Context: an optimization exercise on an open-source flow, tuned for small area and a short achievable clock period. The choices shown serve that exercise and are no tape-out recipe. Only simulation tests tie the RTL to the original design; equivalence was not proved.

==> run X: inputs <==
==> flow/design.v (excerpt) <==
module posit_unit (
    input  logic        clk,
    input  logic        rst_n,
    input  logic        in_valid,
    input  logic [1:0]  op,
    input  logic [15:0] a,
    input  logic [15:0] b,
    output logic        out_valid,
    output logic [15:0] result
);
    logic        sa, sb, sb_eff;
    logic [14:0] ma, mb;
    logic signed [5:0] ta, tb;
    logic [11:0] fa, fb;
    logic        ha, hb;
    logic        a_zero, b_zero, a_nar, b_nar;
    logic        nar_res, zero_res;
    assign sa = a[15];
    assign sb = b[15];
    assign ma = (a[14:0] ^ {15{sa}}) + 15'(sa);
    assign mb = (b[14:0] ^ {15{sb}}) + 15'(sb);
    assign sb_eff = sb ^ (op == 2'd1);
    posit_decode deca_i (.mag(ma), .te(ta), .frac(fa), .hid(ha));
    posit_decode decb_i (.mag(mb), .te(tb), .frac(fb), .hid(hb));
    logic [15:0] ds, dc;
    logic [3:0]  dqp, dqn;
    div_head #(.K(2)) div_head_i (
        .f1(fa), .f2(fb), .s_out(ds), .c_out(dc), .qpos(dqp), .qneg(dqn)
    );
    assign a_zero = (a == 16'h0000);
    assign b_zero = (b == 16'h0000);
    assign a_nar  = (a == 16'h8000);
    assign b_nar  = (b == 16'h8000);
    assign nar_res  = a_nar || b_nar || (op == 2'd3 && b_zero);
    assign zero_res = op[1] && (a_zero || (!op[0] && b_zero));
    logic        valid_q;
    logic        mul_q, div_q, swap_q;
    logic        sa_q, sb_q;
    logic signed [5:0] ta_q, tb_q;
    logic [11:0] fa_q, fb_q;
    logic        ha_q, hb_q;
    logic        nar_q, zero_q;
    logic [15:0] ds_q, dc_q;
    logic [3:0]  dqp_q, dqn_q;
    always_ff @(posedge clk) begin
        if (!rst_n) valid_q <= 1'b0;
        else        valid_q <= in_valid;
    end
    always_ff @(posedge clk) begin
        mul_q  <= (op == 2'd2);
        div_q  <= (op == 2'd3);
  ...
==> module div_row, before the edit <==
module div_row #(
    parameter FIRST = 0         
) (
    input  logic [15:0] s,
    input  logic [15:0] c,
    input  logic [15:0] d1,     
    input  logic [15:0] d2,     
    input  logic [5:0]  m2,     
    input  logic [5:0]  m1,
    output logic [15:0] ns,     
    output logic [15:0] nc,
    output logic [1:0]  qpos,   
    output logic [1:0]  qneg    
);
    logic        sub, two, one, ge2, ltm2;
    logic [15:0] mag, x;
    if (FIRST) begin : g_first
        assign sub  = 1'b1;
        assign two  = s[15:9] >= {1'b0, m2};
        assign one  = !two;
        assign ge2  = two;
        assign ltm2 = 1'b0;
    end else begin : g_sel
        logic signed [6:0] est;
        logic              ge1, ltm1;
        assign est  = s[15:9] + c[15:9];
        assign ge2  = est >= $signed({1'b0, m2});
        assign ge1  = est >= $signed({1'b0, m1});
        assign ltm2 = est < $signed(~{1'b0, m2});
        assign ltm1 = est < $signed(~{1'b0, m1});
        assign sub  = ge1;
        assign two  = ge2 | ltm2;
        assign one  = (ge1 | ltm1) & !two;
    end
    assign mag  = two ? d2 : (one ? d1 : 16'd0);
    assign x    = mag ^ {16{sub}};
    assign ns   = s ^ c ^ x;
    assign nc   = {((s & c) | (s & x) | (c & x)), sub};
    assign qpos = {ge2, sub & !two};
    assign qneg = {ltm2, !sub & one};
endmodule
Settings: LEC_CHECK=0, ABC_AREA=1, CAP_MARGIN=50, CORE_MARGIN=2, CORE_UTILIZATION=60, GPL_TIMING_DRIVEN=1, SLEW_MARGIN=70; clock period 80.0 ns.
run.sh (not shown) runs the stock make flow with config.mk's settings and CLKGATE_MAP_FILE= SYNTH_SCRIPT=/design/flow/synth_recipe.tcl, a recipe that flattens the netlist after the stock synthesis.
==> run M (differences from run X) <==
--- a/flow/design.v
+++ b/flow/design.v
@@ -625,9 +625,9 @@
         logic              ge1, ltm1;
         assign est  = s[15:9] + c[15:9];
         assign ge2  = est >= $signed({1'b0, m2});
-        assign ge1  = est >= $signed({1'b0, m1});
+        assign ge1  = m1[1] ? (est >= 7'sd6) : (est >= 7'sd4);
         assign ltm2 = est < $signed(~{1'b0, m2});
-        assign ltm1 = est < $signed(~{1'b0, m1});
+        assign ltm1 = m1[1] ? (est < -7'sd7) : (est < -7'sd5);
         assign sub  = ge1;
         assign two  = ge2 | ltm2;
         assign one  = (ge1 | ltm1) & !two;
Settings changed: CAP_MARGIN 50 to 70, CORE_UTILIZATION 60 to 55, SLEW_MARGIN 70 to 90.
==> run H (differences from run X) <==
--- a/flow/design.v
+++ b/flow/design.v
@@ -625,9 +625,9 @@
         logic              ge1, ltm1;
         assign est  = s[15:9] + c[15:9];
         assign ge2  = est >= $signed({1'b0, m2});
-        assign ge1  = est >= $signed({1'b0, m1});
+        assign ge1  = m1[1] ? (est >= 7'sd6) : (est >= 7'sd4);
         assign ltm2 = est < $signed(~{1'b0, m2});
-        assign ltm1 = est < $signed(~{1'b0, m1});
+        assign ltm1 = m1[1] ? (est < -7'sd7) : (est < -7'sd5);
         assign sub  = ge1;
         assign two  = ge2 | ltm2;
         assign one  = (ge1 | ltm1) & !two;
Settings changed: CORE_UTILIZATION 60 to 70.
==> run_results.csv <==
group,metric,value,unit
outcome,status,"complete, no violations",
final_layout,sh_seq_area,8.02,%
final_layout,fillers,2832,
final_layout,top_regs,"val_r x15, ds_q x14",
place,numPlacedInstances,4159,
final_layout,fin_nets,4223,
the above is filed under run H

==> run_results.csv <==
group,metric,value,unit
final_layout,top_regs,"val_r x15, ds_q x14",
worst_setup_path,cp.required,80.27,ns
final_layout,sh_seq_area,7.82,%
worst_setup_path,cp.depth,60,
final_layout,fillers,3863,
place,numPlacedInstances,4355,
global_route,grt_use_met1,46.1,%
place,globalplace.congestion,0.987,
outcome,status,"complete, no violations",
synthesis,synth.area.top_cells,"fa_1 (18%), nand2_1 (13%), ha_1 (13%), inv_1 (10%), dfxtp_1 (8.3%)",
final_layout,fin_nets,4355,
the above is filed under run X

==> run_results.csv <==
group,metric,value,unit
die,num_rows,78,
outcome,status,"stopped before the end",
place,globalplace.congestion,1.03,
synthesis,ys_types,74,
synthesis,synth_warnings,16,
synthesis,postSynthCellCount,3737,
outcome,lastStage,"detailed placement (3_5_place_dp)",
outcome,error,"[ERROR DPL-0038] Utilization greater than 100%, impossible to legalize",
synthesis,synth-simple-area-share,23.6,%
die,die_h,217,µm
synthesis,synth_xor_area_share,9.27,%
the above is filed under run M

-- afterwards: timing with drivers on the ports --
The flow's constraints put no driver on any port. The routed layouts listed below were extracted and timed again, unchanged, in two steps. Step 1: set_driving_cell puts a clkbuf_16 on clk and a buf_2 on each other input, an assumption about the parent block. Step 2 adds t to the input delays and takes it off the output delays; t is the mean of the earliest and latest rising clock arrival at the registers after step 1. Input paths then give back, and output paths get back, about the clock's delay inside the block. Slacks: ideal ports / drivers / drivers and shift; pairs: ideal ports / drivers.
run	t (ns)	setup slack, ns	worst setup path at the end	worst slew at a driven data input, ns	pins driven straight from the clock port
run X	0.425	54.662 / 54.690 / 54.264	input to register	0.05	1
run H	0.413	54.963 / 54.981 / 54.568	input to register	0.04	1
After both steps every run listed still meets setup and hold. For run X, which loses most, drivers alone change the setup slack by +0.028 ns; drivers and shift together by -0.398 ns.
